What follows belongs to an exercise in optimizing a design on an open flow for small area and a short achievable clock period; a production flow would make more cautious choices. The RTL was checked by simulation tests, not by an equivalence proof against the original design.

**design/flow/run.sh**
```bash
#!/bin/bash
# synth_recipe.tcl (not shown) runs the flow's synth.tcl, then flattens the netlist and writes it again
# the make line also repeats each setting of config.mk as NAME=value (left out here)
make -C /OpenROAD-flow-scripts/flow DESIGN_CONFIG=/design/flow/config.mk WORK_HOME=/design/flow/orfs CLKGATE_MAP_FILE= SYNTH_SCRIPT=/design/flow/synth_recipe.tcl finish
```
**design/flow/config.mk**
```make
export PLATFORM = sky130hd
export DESIGN_NAME = adc_mul
export DESIGN_NICKNAME = adc_mul
export VERILOG_FILES = /design/flow/design.v
export SDC_FILE = /design/flow/constraint.sdc
export NUM_CORES = 4
export LEC_CHECK = 0
export CAP_MARGIN = 20
export CORE_MARGIN = 2
export CORE_UTILIZATION = 40
export SLEW_MARGIN = 20
```
**design/flow/constraint.sdc**
```tcl
create_clock -name core_clock -period 110.0 [get_ports {clk_i}]
set_input_delay 22.0000 -clock core_clock [delete_from_list [all_inputs] [get_ports {clk_i}]]
set_output_delay 22.0000 -clock core_clock [all_outputs]
set_load 0.01 [all_outputs]
```
**design/flow/design.v**
```verilog
package fp_pkg;
    localparam int EXP_W  = 8;                   
    localparam int MANT_W = 23;                  
    localparam logic [EXP_W-1:0] EXP_BIAS = 8'd127;    
    localparam logic [EXP_W-1:0] EXP_MAX  = '1;        
    typedef struct packed {
        logic              sign;                 
        logic [EXP_W-1:0]  exp;                  
        logic [MANT_W-1:0] mant;                 
    } float_t;
    localparam float_t FLOAT_ZERO = {1'b0, {EXP_W{1'b0}}, {MANT_W{1'b0}}};   
    localparam float_t FLOAT_INF = {1'b0, EXP_MAX, {MANT_W{1'b0}}};   
    localparam float_t FLOAT_QNAN = {1'b0, EXP_MAX, 1'b1, {(MANT_W-1){1'b0}}};
endpackage
package adc_pkg;
    localparam int X_W   = 12;                   
    localparam int YZ_W  = 10;                   
    localparam int OUT_W = 12;                   
    typedef logic [X_W-1:0]   x_fixed_t;         
    typedef logic [YZ_W-1:0]  yz_fixed_t;        
    typedef logic [OUT_W-1:0] out_fixed_t;       
    localparam int DIV_LAT = 2;                  
    localparam int PIPE_LAT = 1 + DIV_LAT + 1 + 1;
endpackage
`timescale 1ns/1ps
module fixed_to_float #(
    parameter int FIX_W = 12                     
) (
    input  logic           clk_i,
    input  logic           rst_i,
    input  logic [FIX_W-1:0] fixed_i,              
    output fp_pkg::float_t float_o               
);
    localparam int IDX_W = $clog2(FIX_W);        
    localparam int EW    = fp_pkg::EXP_W;
    localparam int MW    = fp_pkg::MANT_W;
    logic [IDX_W-1:0] lead_idx;                  
    logic [FIX_W-1:0] norm;                      
    fp_pkg::float_t   conv;
    always_comb begin
        lead_idx = '0;
        for (int i = 0; i < FIX_W; i++) begin
            if (fixed_i[i]) begin
                lead_idx = IDX_W'(i);
            end
        end
        norm = fixed_i << (IDX_W'(FIX_W - 1) - lead_idx);
        if (fixed_i == '0) begin
            conv = fp_pkg::FLOAT_ZERO;           
        end else begin
            conv.sign = 1'b0;                    
            conv.exp  = fp_pkg::EXP_BIAS + {{(EW-IDX_W){1'b0}}, lead_idx};
            conv.mant = {norm[FIX_W-2:0], {(MW-FIX_W+1){1'b0}}};
        end
    end
    always_ff @(posedge clk_i or posedge rst_i) begin
        if (rst_i) begin
            float_o <= '0;
        end else begin
            float_o <= conv;
        end
    end
endmodule
`timescale 1ns/1ps
module fp_div (
    input  logic           clk_i,
    input  logic           rst_i,
    input  fp_pkg::float_t dividend_i,
    input  fp_pkg::float_t divisor_i,
    output fp_pkg::float_t quotient_o
);
    localparam int EW = fp_pkg::EXP_W;
    localparam int MW = fp_pkg::MANT_W;
    localparam int SW = MW + 1;                  
    localparam int QW = SW + 1;                  
    localparam logic signed [EW+1:0] EXP_ONE = {{(EW+1){1'b0}}, 1'b1};
    typedef struct packed {
        logic                 a_zero;            
        logic                 b_zero;            
        logic                 sign;
        logic signed [EW+1:0] exp_diff;          
        logic [QW-1:0]        quot;              
    } div_stage_t;
    logic            a_zero;
    logic            b_zero;
    logic [SW-1:0]   a_sig;
    logic [SW-1:0]   b_sig;
    logic [2*SW-1:0] quot_full;
    div_stage_t      stage_d;
    div_stage_t      stage_q;
    assign a_zero = (dividend_i.exp == '0) && (dividend_i.mant == '0);
    assign b_zero = (divisor_i.exp == '0) && (divisor_i.mant == '0);
    assign a_sig  = {|dividend_i.exp, dividend_i.mant};    
    assign b_sig  = {|divisor_i.exp, divisor_i.mant};
    always_comb begin
        quot_full = '0;
        if (!b_zero) begin                       
            quot_full = {a_sig, {SW{1'b0}}} / {{SW{1'b0}}, b_sig};
        end
        stage_d.a_zero   = a_zero;
        stage_d.b_zero   = b_zero;
        stage_d.sign     = dividend_i.sign ^ divisor_i.sign;
        stage_d.exp_diff = $signed({2'b00, dividend_i.exp}) - $signed({2'b00, divisor_i.exp})
                           + $signed({2'b00, fp_pkg::EXP_BIAS});
        stage_d.quot     = quot_full[QW-1:0];    
    end
    always_ff @(posedge clk_i or posedge rst_i) begin
        if (rst_i) begin
            stage_q <= '0;
        end else begin
            stage_q <= stage_d;                  
        end
    end
    logic signed [EW+1:0] res_exp;
    logic [MW-1:0]        res_mant;
    fp_pkg::float_t       result;
    always_comb begin
        if (stage_q.quot[QW-1]) begin            
            res_mant = stage_q.quot[QW-2:1];
            res_exp  = stage_q.exp_diff;
        end else begin                           
            res_mant = stage_q.quot[QW-3:0];
            res_exp  = stage_q.exp_diff - EXP_ONE;
        end
        if (stage_q.a_zero && stage_q.b_zero) begin
            result = fp_pkg::FLOAT_QNAN;         
        end else if (stage_q.a_zero) begin
            result = fp_pkg::FLOAT_ZERO;
        end else if (stage_q.b_zero || (res_exp >= $signed({2'b00, fp_pkg::EXP_MAX}))) begin
            result = fp_pkg::FLOAT_INF;          
        end else begin
            result.sign = stage_q.sign;
            result.exp  = res_exp[EW-1:0];
            result.mant = res_mant;              
        end
    end
    always_ff @(posedge clk_i or posedge rst_i) begin
        if (rst_i) begin
            quotient_o <= '0;
        end else begin
            quotient_o <= result;
        end
    end
endmodule
`timescale 1ns/1ps
module fp_mul (
    input  logic           clk_i,
    input  logic           rst_i,
    input  fp_pkg::float_t a_i,
    input  fp_pkg::float_t b_i,
    output fp_pkg::float_t product_o
);
    localparam int EW = fp_pkg::EXP_W;
    localparam int MW = fp_pkg::MANT_W;
    localparam int SW = MW + 1;                  
    localparam int PW = 2 * SW;                  
    localparam logic signed [EW+1:0] EXP_ONE = {{(EW+1){1'b0}}, 1'b1};
    logic a_zero;
    logic b_zero;
    logic any_nan;
    logic any_inf;
    assign a_zero  = (a_i.exp == '0) && (a_i.mant == '0);
    assign b_zero  = (b_i.exp == '0) && (b_i.mant == '0);
    assign any_nan = ((a_i.exp == fp_pkg::EXP_MAX) && (a_i.mant != '0))
                  || ((b_i.exp == fp_pkg::EXP_MAX) && (b_i.mant != '0));
    assign any_inf = ((a_i.exp == fp_pkg::EXP_MAX) && (a_i.mant == '0))
                  || ((b_i.exp == fp_pkg::EXP_MAX) && (b_i.mant == '0));
    logic [PW-1:0]        sig_prod;
    logic signed [EW+1:0] exp_sum;               
    logic signed [EW+1:0] res_exp;
    logic [MW-1:0]        res_mant;
    fp_pkg::float_t       result;
    always_comb begin
        sig_prod = {{SW{1'b0}}, |a_i.exp, a_i.mant} * {{SW{1'b0}}, |b_i.exp, b_i.mant};
        exp_sum  = $signed({2'b00, a_i.exp}) + $signed({2'b00, b_i.exp})
                   - $signed({2'b00, fp_pkg::EXP_BIAS});
        if (sig_prod[PW-1]) begin
            res_mant = sig_prod[PW-2:PW-1-MW];
            res_exp  = exp_sum + EXP_ONE;
        end else begin
            res_mant = sig_prod[PW-3:PW-2-MW];
            res_exp  = exp_sum;
        end
        if (a_zero || b_zero) begin
            result = fp_pkg::FLOAT_ZERO;         
        end else if (any_nan) begin
            result = fp_pkg::FLOAT_QNAN;
        end else if (any_inf || (res_exp >= $signed({2'b00, fp_pkg::EXP_MAX}))) begin
            result = fp_pkg::FLOAT_INF;          
        end else begin
            result.sign = a_i.sign ^ b_i.sign;
            result.exp  = res_exp[EW-1:0];
            result.mant = res_mant;              
        end
    end
    always_ff @(posedge clk_i or posedge rst_i) begin
        if (rst_i) begin
            product_o <= '0;
        end else begin
            product_o <= result;
        end
    end
endmodule
`timescale 1ns/1ps
module float_to_fixed #(
    parameter int OUT_W = 12                     
) (
    input  logic             clk_i,
    input  logic             rst_i,
    input  fp_pkg::float_t   float_i,
    output logic [OUT_W-1:0] fixed_o
);
    localparam int EW   = fp_pkg::EXP_W;
    localparam int MW   = fp_pkg::MANT_W;
    localparam int SW   = MW + 1;                
    localparam int SH_W = $clog2(SW);            
    logic [SW-1:0]    sig;
    logic [EW-1:0]    unb_exp;                   
    logic [SW-1:0]    int_part;
    logic [OUT_W-1:0] fixed_d;
    assign sig     = {1'b1, float_i.mant};
    assign unb_exp = float_i.exp - fp_pkg::EXP_BIAS;
    always_comb begin
        int_part = '0;
        if (float_i.exp == fp_pkg::EXP_MAX) begin
            fixed_d = (float_i.mant == '0) ? '1 : '0;
        end else if (float_i.exp < fp_pkg::EXP_BIAS) begin
            fixed_d = '0;                        
        end else if (unb_exp >= EW'(OUT_W)) begin
            fixed_d = '1;                        
        end else begin
            int_part = sig >> (SH_W'(MW) - unb_exp[SH_W-1:0]);
            fixed_d  = int_part[OUT_W-1:0];
        end
    end
    always_ff @(posedge clk_i or posedge rst_i) begin
        if (rst_i) begin
            fixed_o <= '0;
        end else begin
            fixed_o <= fixed_d;
        end
    end
endmodule
`timescale 1ns/1ps
module adc_mul (
    input  logic                clk_i,
    input  logic                rst_i,
    input  adc_pkg::x_fixed_t   x_i,
    input  adc_pkg::yz_fixed_t  y_i,
    input  adc_pkg::yz_fixed_t  z_i,
    output adc_pkg::out_fixed_t fp_o             
);
    localparam int DLY = adc_pkg::DIV_LAT;       
    fp_pkg::float_t           x_flt;
    fp_pkg::float_t           y_flt;
    fp_pkg::float_t           z_flt;
    fp_pkg::float_t           ratio_flt;         
    logic [DLY-1:0][31:0]     x_dly_q;           
    fp_pkg::float_t           x_alg;             
    fp_pkg::float_t           prod_flt;
    fixed_to_float #(.FIX_W(adc_pkg::YZ_W)) i_y_to_float (
        .clk_i   (clk_i),
        .rst_i   (rst_i),
        .fixed_i (y_i),
        .float_o (y_flt)
    );
    fixed_to_float #(.FIX_W(adc_pkg::YZ_W)) i_z_to_float (
        .clk_i   (clk_i),
        .rst_i   (rst_i),
        .fixed_i (z_i),
        .float_o (z_flt)
    );
    fp_div i_fp_div (
        .clk_i      (clk_i),
        .rst_i      (rst_i),
        .dividend_i (y_flt),
        .divisor_i  (z_flt),
        .quotient_o (ratio_flt)
    );
    fixed_to_float #(.FIX_W(adc_pkg::X_W)) i_x_to_float (
        .clk_i   (clk_i),
        .rst_i   (rst_i),
        .fixed_i (x_i),
        .float_o (x_flt)
    );
    always_ff @(posedge clk_i or posedge rst_i) begin
        if (rst_i) begin
            for (int i = 0; i < DLY; i++) begin
                x_dly_q[i] <= '0;
            end
        end else begin
            x_dly_q[0] <= x_flt;
            for (int i = 1; i < DLY; i++) begin
                x_dly_q[i] <= x_dly_q[i-1];      
            end
        end
    end
    assign x_alg = x_dly_q[DLY-1];
    fp_mul i_fp_mul (
        .clk_i     (clk_i),
        .rst_i     (rst_i),
        .a_i       (x_alg),
        .b_i       (ratio_flt),
        .product_o (prod_flt)
    );
    float_to_fixed #(.OUT_W(adc_pkg::OUT_W)) i_float_to_fixed (
        .clk_i   (clk_i),
        .rst_i   (rst_i),
        .float_i (prod_flt),
        .fixed_o (fp_o)
    );
endmodule
```
==> run notes <==
GR Overflow Total 0; sequential element share of the synthesized area 0.107; syn_area_per_cell between 7 and 8 um^2; Max stage delay on crit path 920 ps; post-CTS setup buffer count 0; met1 wire length 65400 um; Layout area overhead 5.39%; Worst path most repeated cell o21a_1; maximum clock frequency about 10 MHz; DR WL met3 around 7300 um; Post-synth ARST share 1.00; Routability Congestion 0.941; Detailed Route Iter0 Violations 3606; Routed WL per cell between 15 and 20 um; Num CTS Buffers 17; Worst Path Required 110420 ps; WL met2 roughly 63000 um; Core Area 0.114 mm^2; # IOs 46; vias about 45000; CTS Sinks 197; Post-Syn Area 0.0462 mm^2; Synth Flop Type dfrtp_1; CTS Root Cell clkbuf_16; Post-synth EDFFs 0; Syn Nets 6763; vias in the first global route between 40000 and 50000; outcome no timing/DRC/antenna violations; Final Skew 22.9 ps; post_cts resized 0; Final Setup Violations 0; Crit Path Category reg -> reg; Setup TNS 0 ps; post-route ant nets 0; fin nets between 6000 and 7000; initial cell density of the core 0.404; crit path launch type register; Die Span X about 340 um; Post-Syn Instances 6045; H-Tree Depth 4; setup ws final 9560 ps; global-route usage over all layers 0.231; n_diodes 0; top sig layer met4; CP bufs+invs 14; Synth cell types 140; CP top delay family compound AO/OA/AOI/OAI gates; CTS Buffer Depth 2; DR vias/cell 6.01; Hold-fix buffers, CTS 0; RSZ-0062 raised after global routing false; Clock Latency Late Sink 510 ps; top cells by count, synth 585 x nand2_1, 585 x nor2_1, 464 x ha_1; layout cells sized above 1 0.0576; initial antenna violation count 0; Placement Setup Slack 9790 ps; crit path DAT ~100000 ps; drt drc 0; DRT Pass-1 Iters 5; synth top area cells ha_1 13%, dfrtp_1 11%, fa_1 9.5%, nand2_1 4.8%, nor2_1 4.8%; final wirelength between 100000 and 150000 um; die height ~340 um; die area 0.118 mm^2; YS warnings 6; global-route wire length before repair between 200000 and 250000 um; share of the synthesized area in the top cell type 0.126; Clock transition at path regs 100 ps; final hold vios 0; row count between 100 and 150; fin crit share 0.913; count of state elements after synthesis 197; CP max-delay cell or4_1; Worst Setup End Kind register; Port Buf Inserts 45; post-synth top area cell ha_1; Max-Cap Viols 0; CTS tree done; Worst Tran Pin Value ~1100 ps; largest net degree at the start of global routing 82; worst rel slew slack 0.293; Final Critical Period 100440 ps; worst min path class reg -> reg; crit path max fanout 54; half-perimeter wire length after placement 107000 um; fin. max-slew vios 0
## placed cells by master, fill, tap and decap left out, types with 70 or more instances in the layout
cell,n
a21o_1,152
a21oi_1,352
a31oi_1,72
and2_1,193
dfrtp_1,195
fa_1,220
ha_1,464
inv_1,368
mux2i_1,113
nand2_1,585
nand2b_1,112
nand3_1,143
nand4_1,92
nor2_1,580
nor3_1,231
nor4_1,70
o21a_1,165
o21ai_0,238
o31ai_1,80
xnor2_1,189
xor2_1,116
## state kept, by name, summed over array words and instances (netlist names)
name and flops:
i_fp_mul.product_o 31, i_y_to_float.float_o 16, i_fp_div.stage_q 37, i_x_to_float.float_o 18
i_float_to_fixed.fixed_o 12, x_dly_q 18, i_fp_mul.a_i 18, i_fp_div.quotient_o 31
i_z_to_float.float_o 16
## cell families (layout without fill, tap and decap cells)
logic type / after synthesis / after routing / synth area share
AND/OR/NAND/NOR: 2441 / 2441 / 0.272
multiplexers: 182 / 182 / 0.0443
AO/OA/AOI/OAI: 1618 / 1618 / 0.245
XOR/XNOR: 308 / 308 / 0.0586
flip-flops: 197 / 197 / 0.107
adder cells (fa/ha/maj): 684 / 684 / 0.221
buffers and inverters: 615 / 510 / 0.0520
## final cells by class
type	instances	area, um^2
well taps	1512	1890
clock buffers	17	425
clock inverters	15	236
fillers	11693	65700
inverters	385	1450
repair buffers	93	811
multi-input cells	5233	38900
flip-flops and latches	197	4930
## metal layers
layer | track usage | vias to the layer above
met1 | 0.330 | 21459
li1 | - | 21790
met2 | 0.377 | 1326
met5 | 0 | -
met4 | 0.0487 | 0
met3 | 0.0214 | 180
## final timing paths
| check | from | endpoint | slack (ps) | cells past startpoint |
|---|---|---|---|---|
| worst min register to register | i_x_to_float.float_o[21]$_DFF_PP0_ | x_dly_q[21]$_DFF_PP0_ | 350 | 0 |
| worst max-delay path | i_z_to_float.float_o[14]$_DFF_PP0_ | i_fp_div.stage_q[0]$_DFF_PP0_ | 9560 | 433 |
| max in group asynchronous | rst_i | i_fp_div.stage_q[24]$_DFF_PP0_ | 86750 | 3 |
| worst max register to register | i_z_to_float.float_o[14]$_DFF_PP0_ | i_fp_div.stage_q[0]$_DFF_PP0_ | 9560 | 433 |
| min in group asynchronous | rst_i | i_float_to_fixed.fixed_o[3]$_DFF_PP0_ | 21950 | 2 |
| worst min-delay path | i_x_to_float.float_o[21]$_DFF_PP0_ | x_dly_q[21]$_DFF_PP0_ | 350 | 0 |
## worst register-to-register path: cells and delay by family, from the launching register on
kind | cells | cell delay, ps
buffers and inverters | 14 | 3210
AO/OA/AOI/OAI | 246 | 53230
flip-flops | 1 | 340
adder cells (fa/ha/maj) | 35 | 11080
AND/OR/NAND/NOR | 136 | 31980
multiplexers | 2 | 560
## through the flow
| step | instances | util | instance area (um^2) | hold slack [ps] |
|---|---|---|---|---|
| after floorplan | 6045 | - | 46200 | 331 |
| after global placement | 7420 | 0.419 | 48000 | 332 |
| after detailed placement | 7420 | 0.419 | 48000 | 335 |
| after CTS | 7452 | 0.425 | 48600 | 351 |
| after global routing | 7452 | 0.425 | 48600 | 357 |
| final | 7452 | 0.425 | 48600 | 347 |

separate check: timing with driven ports:
How much do the figures lean on ideal ports? The routed layout below was timed once more, with nothing changed but the port constraints. Step 1, drivers: a clkbuf_16 drives clk_i and a buf_2 each remaining input, both assumed. Step 2, shift: input delay + t, output delay - t, t = (earliest + latest rising clock arrival at the registers) / 2. This alone moves slack from input paths to output paths. Slacks: no drivers / after step 1 / after step 2; pairs: no drivers / after step 1.
t (ns): 0.546
setup slack, ns: 9.565 / 9.565 / 9.565
worst register clock-pin slew, ns: 0.10 / 0.10
After both steps setup and hold are still met in this run. For this run, drivers alone change the setup slack by 0.000 ns; drivers and shift together by 0.000 ns.
